From an optimization exercise on the open Yosys and OpenROAD flow, aimed at small area; shortcuts taken in it are not production practice.
At most, simulation tests tie the RTL to the original design; equivalence was not proved.

==> trial 78: inputs <==
Design scan_ctrl_top, start of the top module:
module scan_ctrl_top (
    input  wire         clk,
    input  wire         reset,
    input  wire         rx_valid_i,
    input  wire  [7:0]  rx_data_i,
    output logic        tx_valid_o,
    output logic [7:0]  tx_data_o,
    input  wire         tx_ready_i,
    output logic        crc_err_o,
    output logic [2:0]  start_o,
    output logic [15:0] nx_pix_o,
    output logic [15:0] ny_pix_o,
    output logic [31:0] pixel_time_o
);
==> module scan_ctrl_top, before the edit <==
module scan_ctrl_top (
    input  wire         clk,
    input  wire         reset,
    input  wire         rx_valid_i,
    input  wire  [7:0]  rx_data_i,
    output logic        tx_valid_o,
    output logic [7:0]  tx_data_o,
    input  wire         tx_ready_i,
    output logic        crc_err_o,
    output logic [2:0]  start_o,
    output logic [15:0] nx_pix_o,
    output logic [15:0] ny_pix_o,
    output logic [31:0] pixel_time_o
);
    localparam int SB = 19;  
    function automatic logic [7:0] crc_step(input logic [7:0] crc, input logic [7:0] data);
        logic [7:0] c;
        c = crc ^ data;
        for (int i = 0; i < 8; i++) begin
            c = c[7] ? ((c << 1) ^ 8'h07) : (c << 1);
        end
        crc_step = c;
    endfunction
    logic [4:0] rx_pos;
    logic [7:0] rx_crc;
    logic [2:0] rx_code;    
    logic       chk_q;      
    logic       crc_ok;
    logic       cmd_valid;
    assign crc_ok    = (rx_crc == 8'h00);
    assign cmd_valid = chk_q && crc_ok;
    assign crc_err_o = chk_q && !crc_ok;
    always_ff @(posedge clk) begin
        if (reset) begin
            rx_pos <= 5'd0;
            chk_q  <= 1'b0;
        end else begin
            chk_q <= rx_valid_i && (rx_pos == 5'd28);
            if (rx_valid_i) begin
                if (rx_pos == 5'd0) begin
                    if (rx_data_i == 8'hA5) rx_pos <= 5'd1;
                end else if (rx_pos == 5'd28) begin
                    rx_pos <= 5'd0;
                end else begin
                    rx_pos <= rx_pos + 5'd1;
                end
            end
        end
    end
    always_ff @(posedge clk) begin
        if (rx_pos == 5'd0) begin
            rx_crc <= 8'h00;
        end else if (rx_valid_i) begin
            rx_crc <= crc_step(rx_crc, rx_data_i);
        end
        if (rx_valid_i && rx_pos == 5'd1) begin
            rx_code <= (rx_data_i[7:3] == 5'd0) ? rx_data_i[2:0] : 3'd7;
        end
    end
    logic       req_q;
    logic [1:0] pbank;       
    logic [1:0] cnt;
    logic       accept, is_cfg;
    logic       ack;
    assign accept = cmd_valid && (start_o == 3'b000) && !req_q;
    assign is_cfg = !rx_code[2];
    always_ff @(posedge clk) begin
        if (reset) begin
            req_q   <= 1'b0;
            start_o <= 3'b000;
            cnt     <= 2'd0;
        end else begin
            if (accept && is_cfg) begin
                req_q <= 1'b1;
            end else if (ack) begin
                req_q <= 1'b0;
            end
            if (accept && rx_code[2] && rx_code != 3'd7) begin
                start_o <= {rx_code == 3'd6, rx_code == 3'd5, rx_code == 3'd4};
                cnt     <= 2'd3;
            end else if (cnt != 2'd0) begin
                cnt <= cnt - 2'd1;
            end else begin
                start_o <= 3'b000;
            end
        end
    end
    always_ff @(posedge clk) begin
        if (accept && is_cfg) pbank <= rx_code[1:0];
    end
    logic [2:0] s_oh, t_oh;
    always_ff @(posedge clk) begin
        if (reset) begin
            s_oh <= 3'b001;
        end else if (accept && is_cfg) begin
            s_oh <= {s_oh[1:0], s_oh[2]};
        end
    end
    assign t_oh = req_q ? {s_oh[1:0], s_oh[2]} : {s_oh[0], s_oh[2:1]};
    logic [SB*8-1:0] slot [3];
    logic            rx_shift, tx_shift;
    logic [4:0]      tx_pos;
    assign rx_shift = rx_valid_i && rx_pos != 5'd0 && rx_pos <= 5'd20;
    always_ff @(posedge clk) begin
        for (int k = 0; k < 3; k++) begin
            if ((rx_shift && s_oh[k]) || (tx_shift && t_oh[k])) begin
                slot[k] <= {slot[k][(SB-1)*8-1:0], rx_data_i};
            end
        end
    end
    logic [2:0]  scan_sel;
    logic        scan_hold;
    logic [63:0] scan_q, scan_d;
    assign scan_sel  = (accept && rx_code == 3'd0 && !reset) ? s_oh : 3'b000;
    assign scan_hold = !(reset || (accept && rx_code == 3'd0));
    always_comb begin
        scan_d = {64{scan_hold}} & scan_q;
        for (int k = 0; k < 3; k++) begin
            scan_d = scan_d | ({64{scan_sel[k]}} & {slot[k][15*8 +: 32], slot[k][3*8 +: 32]});
        end
    end
    always_ff @(posedge clk) scan_q <= scan_d;
    assign {nx_pix_o, ny_pix_o, pixel_time_o} = scan_q;
    logic [1:0] tbank;
    logic [7:0] tx_crc;
    logic [7:0] top;
    logic       xfer;
    logic       in_data;
    logic [4:0] nbytes;
    assign tx_valid_o = (tx_pos != 5'd0);
    assign xfer       = tx_valid_o && tx_ready_i;
    assign ack        = (tx_pos == 5'd0) && req_q;
    assign in_data    = (tx_pos >= 5'd3) && (tx_pos <= 5'd28);
    assign tx_shift   = xfer && in_data;
    always_comb begin
        top = '0;
        for (int k = 0; k < 3; k++) begin
            if (t_oh[k]) top = top | slot[k][(SB-1)*8 +: 8];
        end
    end
    always_comb begin
        case (tbank)
            2'd0:    nbytes = 5'd16;
            2'd1:    nbytes = 5'd18;
            2'd2:    nbytes = 5'd19;
            default: nbytes = 5'd13;
        endcase
    end
    logic [7:0] pay;
    assign pay = (tx_pos - 5'd3 < nbytes) ? top : 8'hF0;
    always_comb begin
        if (tx_pos == 5'd1)       tx_data_o = 8'hA5;
        else if (tx_pos == 5'd2)  tx_data_o = {6'd0, tbank};
        else if (tx_pos == 5'd29) tx_data_o = tx_crc;
        else                      tx_data_o = pay;
    end
    always_ff @(posedge clk) begin
        if (reset) begin
            tx_pos <= 5'd0;
        end else if (tx_pos == 5'd0) begin
            if (req_q) tx_pos <= 5'd1;
        end else if (xfer) begin
            tx_pos <= (tx_pos == 5'd29) ? 5'd0 : tx_pos + 5'd1;
        end
    end
    always_ff @(posedge clk) begin
        if (ack) tbank <= pbank;
        if (tx_pos == 5'd0) begin
            tx_crc <= {4'd0, pbank[1], ^pbank, ^pbank, pbank[0]};
        end else if (tx_shift) begin
            tx_crc <= crc_step(tx_crc, pay);
        end
    end
endmodule
clock: 6.0 ns
lec_check: 0
abc_area: 1
cap_margin: 20
core_margin: 2
core_utilization: 65
slew_margin: 20
standard.sh (not shown) runs the stock make flow with config.mk's settings and CLKGATE_MAP_FILE= SYNTH_SCRIPT=/design/flow/synth_recipe.tcl, a recipe that flattens the netlist after the stock synthesis.
==> flow/flow/run.sh <==
#!/bin/bash
set -euo pipefail
export BUFFER_PORTS_ARGS="-buffer_cell sky130_fd_sc_hd__buf_1"
export CTS_ARGS="-sink_clustering_enable -repair_clock_nets -dont_use_dummy_load -buf_list sky130_fd_sc_hd__clkbuf_8 -sink_clustering_size 12 -sink_clustering_max_diameter 300"
bash standard.sh > standard_make.log 2>&1
==> inputs of trial 22, as changes to trial 78 <==
--- a/flow/design.v
+++ b/flow/design.v
@@ -26,21 +26,20 @@
     logic [7:0] rx_crc;
     logic [2:0] rx_code;    
-    logic       chk_q;      
-    logic       crc_ok;
     logic       cmd_valid;
-    assign crc_ok    = (rx_crc == 8'h00);
-    assign cmd_valid = chk_q && crc_ok;
-    assign crc_err_o = chk_q && !crc_ok;
     always_ff @(posedge clk) begin
         if (reset) begin
-            rx_pos <= 5'd0;
-            chk_q  <= 1'b0;
+            rx_pos    <= 5'd0;
+            cmd_valid <= 1'b0;
+            crc_err_o <= 1'b0;
         end else begin
-            chk_q <= rx_valid_i && (rx_pos == 5'd28);
+            cmd_valid <= 1'b0;
+            crc_err_o <= 1'b0;
             if (rx_valid_i) begin
                 if (rx_pos == 5'd0) begin
                     if (rx_data_i == 8'hA5) rx_pos <= 5'd1;
                 end else if (rx_pos == 5'd28) begin
-                    rx_pos <= 5'd0;
+                    cmd_valid <= (rx_data_i == rx_crc);
+                    crc_err_o <= (rx_data_i != rx_crc);
+                    rx_pos    <= 5'd0;
                 end else begin
                     rx_pos <= rx_pos + 5'd1;
@@ -52,5 +51,5 @@
         if (rx_pos == 5'd0) begin
             rx_crc <= 8'h00;
-        end else if (rx_valid_i) begin
+        end else if (rx_valid_i && rx_pos != 5'd28) begin
             rx_crc <= crc_step(rx_crc, rx_data_i);
         end
@@ -110,17 +109,22 @@
         end
     end
-    logic [2:0]  scan_sel;
-    logic        scan_hold;
-    logic [63:0] scan_q, scan_d;
-    assign scan_sel  = (accept && rx_code == 3'd0 && !reset) ? s_oh : 3'b000;
-    assign scan_hold = !(reset || (accept && rx_code == 3'd0));
+    logic [SB*8-1:0] st;
     always_comb begin
-        scan_d = {64{scan_hold}} & scan_q;
+        st = '0;
         for (int k = 0; k < 3; k++) begin
-            scan_d = scan_d | ({64{scan_sel[k]}} & {slot[k][15*8 +: 32], slot[k][3*8 +: 32]});
+            if (s_oh[k]) st = st | slot[k];
         end
     end
-    always_ff @(posedge clk) scan_q <= scan_d;
-    assign {nx_pix_o, ny_pix_o, pixel_time_o} = scan_q;
+    always_ff @(posedge clk) begin
+        if (reset) begin
+            nx_pix_o     <= '0;
+            ny_pix_o     <= '0;
+            pixel_time_o <= '0;
+        end else if (accept && rx_code == 3'd0) begin
+            nx_pix_o     <= st[17*8 +: 16];
+            ny_pix_o     <= st[15*8 +: 16];
+            pixel_time_o <= st[3*8 +: 32];
+        end
+    end
     logic [1:0] tbank;
     logic [7:0] tx_crc;
@@ -148,11 +152,10 @@
         endcase
     end
-    logic [7:0] pay;
-    assign pay = (tx_pos - 5'd3 < nbytes) ? top : 8'hF0;
     always_comb begin
-        if (tx_pos == 5'd1)       tx_data_o = 8'hA5;
-        else if (tx_pos == 5'd2)  tx_data_o = {6'd0, tbank};
+        if (tx_pos == 5'd1)      tx_data_o = 8'hA5;
+        else if (tx_pos == 5'd2) tx_data_o = {6'd0, tbank};
         else if (tx_pos == 5'd29) tx_data_o = tx_crc;
-        else                      tx_data_o = pay;
+        else if (tx_pos - 5'd3 < nbytes) tx_data_o = top;
+        else                     tx_data_o = 8'hF0;
     end
     always_ff @(posedge clk) begin
@@ -168,7 +171,7 @@
         if (ack) tbank <= pbank;
         if (tx_pos == 5'd0) begin
-            tx_crc <= {4'd0, pbank[1], ^pbank, ^pbank, pbank[0]};
-        end else if (tx_shift) begin
-            tx_crc <= crc_step(tx_crc, pay);
+            tx_crc <= 8'h00;
+        end else if (xfer && tx_pos >= 5'd2 && tx_pos <= 5'd28) begin
+            tx_crc <= crc_step(tx_crc, tx_data_o);
         end
     end
- CORE_UTILIZATION: 65 -> 40
==> inputs of trial 48, as changes to trial 78 <==
--- a/flow/design.v
+++ b/flow/design.v
@@ -26,21 +26,20 @@
     logic [7:0] rx_crc;
     logic [2:0] rx_code;    
-    logic       chk_q;      
-    logic       crc_ok;
     logic       cmd_valid;
-    assign crc_ok    = (rx_crc == 8'h00);
-    assign cmd_valid = chk_q && crc_ok;
-    assign crc_err_o = chk_q && !crc_ok;
     always_ff @(posedge clk) begin
         if (reset) begin
-            rx_pos <= 5'd0;
-            chk_q  <= 1'b0;
+            rx_pos    <= 5'd0;
+            cmd_valid <= 1'b0;
+            crc_err_o <= 1'b0;
         end else begin
-            chk_q <= rx_valid_i && (rx_pos == 5'd28);
+            cmd_valid <= 1'b0;
+            crc_err_o <= 1'b0;
             if (rx_valid_i) begin
                 if (rx_pos == 5'd0) begin
                     if (rx_data_i == 8'hA5) rx_pos <= 5'd1;
                 end else if (rx_pos == 5'd28) begin
-                    rx_pos <= 5'd0;
+                    cmd_valid <= (rx_data_i == rx_crc);
+                    crc_err_o <= (rx_data_i != rx_crc);
+                    rx_pos    <= 5'd0;
                 end else begin
                     rx_pos <= rx_pos + 5'd1;
@@ -52,5 +51,5 @@
         if (rx_pos == 5'd0) begin
             rx_crc <= 8'h00;
-        end else if (rx_valid_i) begin
+        end else if (rx_valid_i && rx_pos != 5'd28) begin
             rx_crc <= crc_step(rx_crc, rx_data_i);
         end
@@ -90,13 +89,16 @@
         if (accept && is_cfg) pbank <= rx_code[1:0];
     end
-    logic [2:0] s_oh, t_oh;
+    logic [1:0] s_ptr, t_ptr, p_ptr;
+    assign p_ptr = 2'd3 - s_ptr - t_ptr;
     always_ff @(posedge clk) begin
         if (reset) begin
-            s_oh <= 3'b001;
+            s_ptr <= 2'd0;
+            t_ptr <= 2'd2;
         end else if (accept && is_cfg) begin
-            s_oh <= {s_oh[1:0], s_oh[2]};
+            s_ptr <= p_ptr;
+        end else if (ack) begin
+            t_ptr <= p_ptr;
         end
     end
-    assign t_oh = req_q ? {s_oh[1:0], s_oh[2]} : {s_oh[0], s_oh[2:1]};
     logic [SB*8-1:0] slot [3];
     logic            rx_shift, tx_shift;
@@ -105,22 +107,28 @@
     always_ff @(posedge clk) begin
         for (int k = 0; k < 3; k++) begin
-            if ((rx_shift && s_oh[k]) || (tx_shift && t_oh[k])) begin
+            if ((rx_shift && s_ptr == 2'(k)) || (tx_shift && t_ptr == 2'(k))) begin
                 slot[k] <= {slot[k][(SB-1)*8-1:0], rx_data_i};
             end
         end
     end
-    logic [2:0]  scan_sel;
-    logic        scan_hold;
-    logic [63:0] scan_q, scan_d;
-    assign scan_sel  = (accept && rx_code == 3'd0 && !reset) ? s_oh : 3'b000;
-    assign scan_hold = !(reset || (accept && rx_code == 3'd0));
+    logic [SB*8-1:0] st;
     always_comb begin
-        scan_d = {64{scan_hold}} & scan_q;
-        for (int k = 0; k < 3; k++) begin
-            scan_d = scan_d | ({64{scan_sel[k]}} & {slot[k][15*8 +: 32], slot[k][3*8 +: 32]});
+        case (s_ptr)
+            2'd0:    st = slot[0];
+            2'd1:    st = slot[1];
+            default: st = slot[2];
+        endcase
+    end
+    always_ff @(posedge clk) begin
+        if (reset) begin
+            nx_pix_o     <= '0;
+            ny_pix_o     <= '0;
+            pixel_time_o <= '0;
+        end else if (accept && rx_code == 3'd0) begin
+            nx_pix_o     <= st[17*8 +: 16];
+            ny_pix_o     <= st[15*8 +: 16];
+            pixel_time_o <= st[3*8 +: 32];
         end
     end
-    always_ff @(posedge clk) scan_q <= scan_d;
-    assign {nx_pix_o, ny_pix_o, pixel_time_o} = scan_q;
     logic [1:0] tbank;
     logic [7:0] tx_crc;
@@ -135,8 +143,9 @@
     assign tx_shift   = xfer && in_data;
     always_comb begin
-        top = '0;
-        for (int k = 0; k < 3; k++) begin
-            if (t_oh[k]) top = top | slot[k][(SB-1)*8 +: 8];
-        end
+        case (t_ptr)
+            2'd0:    top = slot[0][(SB-1)*8 +: 8];
+            2'd1:    top = slot[1][(SB-1)*8 +: 8];
+            default: top = slot[2][(SB-1)*8 +: 8];
+        endcase
     end
     always_comb begin
@@ -148,11 +157,10 @@
         endcase
     end
-    logic [7:0] pay;
-    assign pay = (tx_pos - 5'd3 < nbytes) ? top : 8'hF0;
     always_comb begin
-        if (tx_pos == 5'd1)       tx_data_o = 8'hA5;
-        else if (tx_pos == 5'd2)  tx_data_o = {6'd0, tbank};
+        if (tx_pos == 5'd1)      tx_data_o = 8'hA5;
+        else if (tx_pos == 5'd2) tx_data_o = {6'd0, tbank};
         else if (tx_pos == 5'd29) tx_data_o = tx_crc;
-        else                      tx_data_o = pay;
+        else if (tx_pos - 5'd3 < nbytes) tx_data_o = top;
+        else                     tx_data_o = 8'hF0;
     end
     always_ff @(posedge clk) begin
@@ -168,7 +176,7 @@
         if (ack) tbank <= pbank;
         if (tx_pos == 5'd0) begin
-            tx_crc <= {4'd0, pbank[1], ^pbank, ^pbank, pbank[0]};
-        end else if (tx_shift) begin
-            tx_crc <= crc_step(tx_crc, pay);
+            tx_crc <= 8'h00;
+        end else if (xfer && tx_pos >= 5'd2 && tx_pos <= 5'd28) begin
+            tx_crc <= crc_step(tx_crc, tx_data_o);
         end
     end
==> flow/run.sh (new file) <==
#!/bin/bash
# synth_recipe.tcl (not shown) runs the flow's synth.tcl, then flattens the netlist and writes it again
# the make line also repeats each setting of config.mk as NAME=value (left out here)
make -C /OpenROAD-flow-scripts/flow DESIGN_CONFIG=/design/flow/config.mk WORK_HOME=/design/flow/orfs CLKGATE_MAP_FILE= SYNTH_SCRIPT=/design/flow/synth_recipe.tcl finish
- ABC_AREA: 1 -> default
- CORE_UTILIZATION: 65 -> 40
- CTS_BUF_LIST: default -> sky130_fd_sc_hd__clkbuf_4
- CTS_CLUSTER_SIZE: default -> 30
removed: flow/flow/run.sh
removed: flow/standard.sh
==> qor.tcl <==
set qor(avgViaCountPerCell) 4.75
set qor(timing.hold.ws_ns) 0.389
set qor(power_leakage_uw) 0.00805
set qor(status) {finished clean}
set qor(cell_with_the_largest_stage_delay_on_the_worst_path) {nand4_1}
set qor(place.detailed.hpwl_um) 20800
The numbers above come from trial 48.

==> qor.tcl <==
set qor(place.detailed.hpwl_um) 20400
set qor(hold_path.class) {register to register}
set qor(avgViaCountPerCell) 5.58
set qor(timing.hold.ws_ns) 0.394
set qor(status) {finished clean}
set qor(cell_with_the_largest_stage_delay_on_the_worst_path) {nor2_2}
The numbers above come from trial 78.

==> qor.tcl <==
set qor(cell_with_the_largest_stage_delay_on_the_worst_path) {dfxtp_1}
set qor(status) {finished clean}
set qor(avgViaCountPerCell) 4.98
set qor(synthMuxAreaShare_pct) 0
set qor(timing.hold.ws_ns) 0.396
set qor(power_leakage_uw) 0.00729
set qor(place.detailed.hpwl_um) 22500
The numbers above come from trial 22.

Only the layout flow was run in trial 22; the RTL was not checked for function there.

-- what the ideal ports hide --
The flow's constraints put no driver on any port. The routed layouts listed below were extracted and timed again, unchanged, in two steps.
Step 1: set_driving_cell puts a clkbuf_16 on clk and a buf_2 on each other input, an assumption about the parent block.
Step 2 adds t to the input delays and takes it off the output delays; t is the mean of the earliest and latest rising clock arrival at the registers after step 1. Input paths then give back, and output paths get back, about the clock's delay inside the block.
a / b / c = no drivers / after step 1 / after step 2; a / b = the first two.
| run | t, ns | setup slack, ns | clock arrival spread, ns | pins driven straight from the clock port |
|---|---|---|---|---|
| trial 78 | 0.607 | 1.645 / 1.596 / 2.203 | 0.059 / 0.059 | 1 |
| trial 22 | 0.657 | 1.775 / 1.725 / 2.382 | 0.070 / 0.070 | 1 |
| trial 48 | 0.834 | 0.869 / 0.821 / 1.655 | 0.054 / 0.054 | 1 |
After both steps setup and hold are still met in every run listed.
